Context: an optimization exercise on an open-source flow, tuned for small area, a short achievable clock period and few clock cycles per item. The choices shown serve that exercise and are no tape-out recipe.
The RTL was checked by simulation tests, not by an equivalence proof against the original design.
Power figures rest on the tool's default switching activity, not on a simulated workload.

job 101:
## conv_accel_top
module conv_accel_top (
    input  logic                       clk,
    input  logic                       rst,
    input  logic                       req_valid_i,
    input  logic [1:0]                 req_op_i,
    input  logic                       req_imm_i,
    input  logic [cnn_pkg::DATA_W-1:0] req_rj_i,
    input  logic [cnn_pkg::DATA_W-1:0] req_rk_i,
    output logic                       req_ready_o,
    output logic                       rsp_valid_o,
    output logic                       mem_valid_o,
    input  logic                       mem_ready_i,
    output logic [cnn_pkg::DATA_W-1:0] mem_addr_o,
    output logic                       mem_read_o,
    output logic [cnn_pkg::DATA_W-1:0] mem_wdata_o,
    input  logic                       mem_rsp_valid_i,
    input  logic [cnn_pkg::DATA_W-1:0] mem_rsp_rdata_i
);
==> flow/config.mk <==
export PLATFORM = sky130hd
export DESIGN_NAME = conv_accel_top
export DESIGN_NICKNAME = conv_accel_top
export VERILOG_FILES = /design/flow/design.v
export SDC_FILE = /design/flow/constraint.sdc
export NUM_CORES = 4
export LEC_CHECK = 0
export CAP_MARGIN = 10
export CORE_MARGIN = 2
export CORE_UTILIZATION = 40
export SLEW_MARGIN = 10
==> flow/constraint.sdc <==
create_clock -name core_clock -period 10.0 [get_ports {clk}]
set_input_delay 2.0000 -clock core_clock [delete_from_list [all_inputs] [get_ports {clk}]]
set_output_delay 2.0000 -clock core_clock [all_outputs]
set_load 0.01 [all_outputs]
standard.sh (not shown) runs the stock make flow with config.mk's settings and CLKGATE_MAP_FILE= SYNTH_SCRIPT=/design/flow/synth_recipe.tcl, a recipe that flattens the netlist after the stock synthesis.
==> flow/flow/run.sh <==
#!/bin/bash
# Standard layout; ports buffered with a plain buffer, free cell resizing, and
# timing repair aiming past the 10 ns clock's slack.
set -euo pipefail
bash standard.sh SETUP_SLACK_MARGIN=6.6 MATCH_CELL_FOOTPRINT=0 "BUFFER_PORTS_ARGS=-buffer_cell sky130_fd_sc_hd__buf_1" finish > make_finish.log 2>&1
No stage failed in job 101, and the final checks on the layout all came back clean.
Testbench counts of job 101, summed over its fixed seeds: cycles 8,990, items 2,528.
Modified inputs, job 102 compared to job 101
==> flow/flow/run.sh <==
#!/bin/bash
# Standard layout; ports buffered with a plain buffer, free cell resizing, and
# timing repair aiming past the 10 ns clock's slack.
set -euo pipefail
bash standard.sh SETUP_SLACK_MARGIN=6.7 MATCH_CELL_FOOTPRINT=0 "BUFFER_PORTS_ARGS=-buffer_cell sky130_fd_sc_hd__buf_1" finish > make_finish.log 2>&1
- Job 102 was carried through to the last stage, and its layout satisfied the timing, design-rule and antenna checks.
- Job 102 vs. job 101: time the worst path needs with I/O delays and setup has decreased, part of the total power dissipated in combinational logic has increased, initial DRC count increased by 37 relative to the old numbers.


alpha:
conv_accel_top again, from the RTL that the note above started with.
Settings: LEC_CHECK=0, CAP_MARGIN=20, CORE_MARGIN=2, CORE_UTILIZATION=40, SLEW_MARGIN=20; clock period 10.0 ns.
==> flow/flow/run.sh <==
#!/bin/bash
# Standard layout; ports buffered with a plain buffer, free cell resizing, and
# timing repair aiming past the 10 ns clock's slack.
set -euo pipefail
bash standard.sh SETUP_SLACK_MARGIN=6.6 MATCH_CELL_FOOTPRINT=0 "BUFFER_PORTS_ARGS=-buffer_cell sky130_fd_sc_hd__buf_2" finish > make_finish.log 2>&1
alpha went all the way through synthesis, placement and routing and the layout is clean on timing, DRC and antenna.
Testbench counts of alpha, summed over its fixed seeds: cycles 8,990, items 2,528.
For beta, these inputs were changed with respect to alpha:
Settings: a change of SLEW_MARGIN from 20 to 5; a change of CAP_MARGIN from 20 to 5.
==> flow/flow/run.sh <==
#!/bin/bash
# Standard layout; ports buffered with a plain buffer, free cell resizing, and
# timing repair aiming past the 10 ns clock's slack.
set -euo pipefail
bash standard.sh SETUP_SLACK_MARGIN=6.6 MATCH_CELL_FOOTPRINT=0 "BUFFER_PORTS_ARGS=-buffer_cell sky130_fd_sc_hd__buf_1" finish > make_finish.log 2>&1
- beta: flow completed, timing, DRC and antenna clean
- Cell count: alpha vs beta — no meaningful difference
- [compare] base=alpha new=beta: register-to-register slack shows a reduction of 0.02 ns, worst setup slack went up by 0.0047 ns, fmax essentially unchanged, portion of the layout cell area used by clock cells dropped 0.26 points.
- Number of nets in the finished design across beta and alpha: no real change.
- When the final numbers for beta and alpha were put side by side, the critical path data required time turned out to be smaller in beta.
- Number of setup buffers added after CTS was higher in the run labelled alpha.

## re-timing with driven ports
No port has a modelled driver above. Below, the same layouts with a new extraction and two added sets of constraints.
Step 1: set_driving_cell puts a clkbuf_16 on clk and a buf_2 on each other input, an assumption about the parent block.
Step 2 moves the port delays by t, midway between the first and last clock arrival at a register: inputs arrive t later, outputs are due t later. That takes back most of the time a late clock gives input paths.
Three values: ideal, step 1, step 2; two values: the first two.
run | t (ns) | setup WS [ns] | worst setup path after step 2
job 101 | 0.734 | 6.658 / 6.588 / 6.009 | input to register
job 102 | 0.737 | 6.737 / 6.669 / 6.072 | input to register
alpha | 0.723 | 6.653 / 6.606 / 5.912 | input to register
beta | 0.734 | 6.658 / 6.588 / 6.009 | input to register
After both steps setup and hold are still met in every run listed. The setup slack of alpha, which loses most, moves by -0.047 ns with the drivers and by -0.741 ns with both steps.
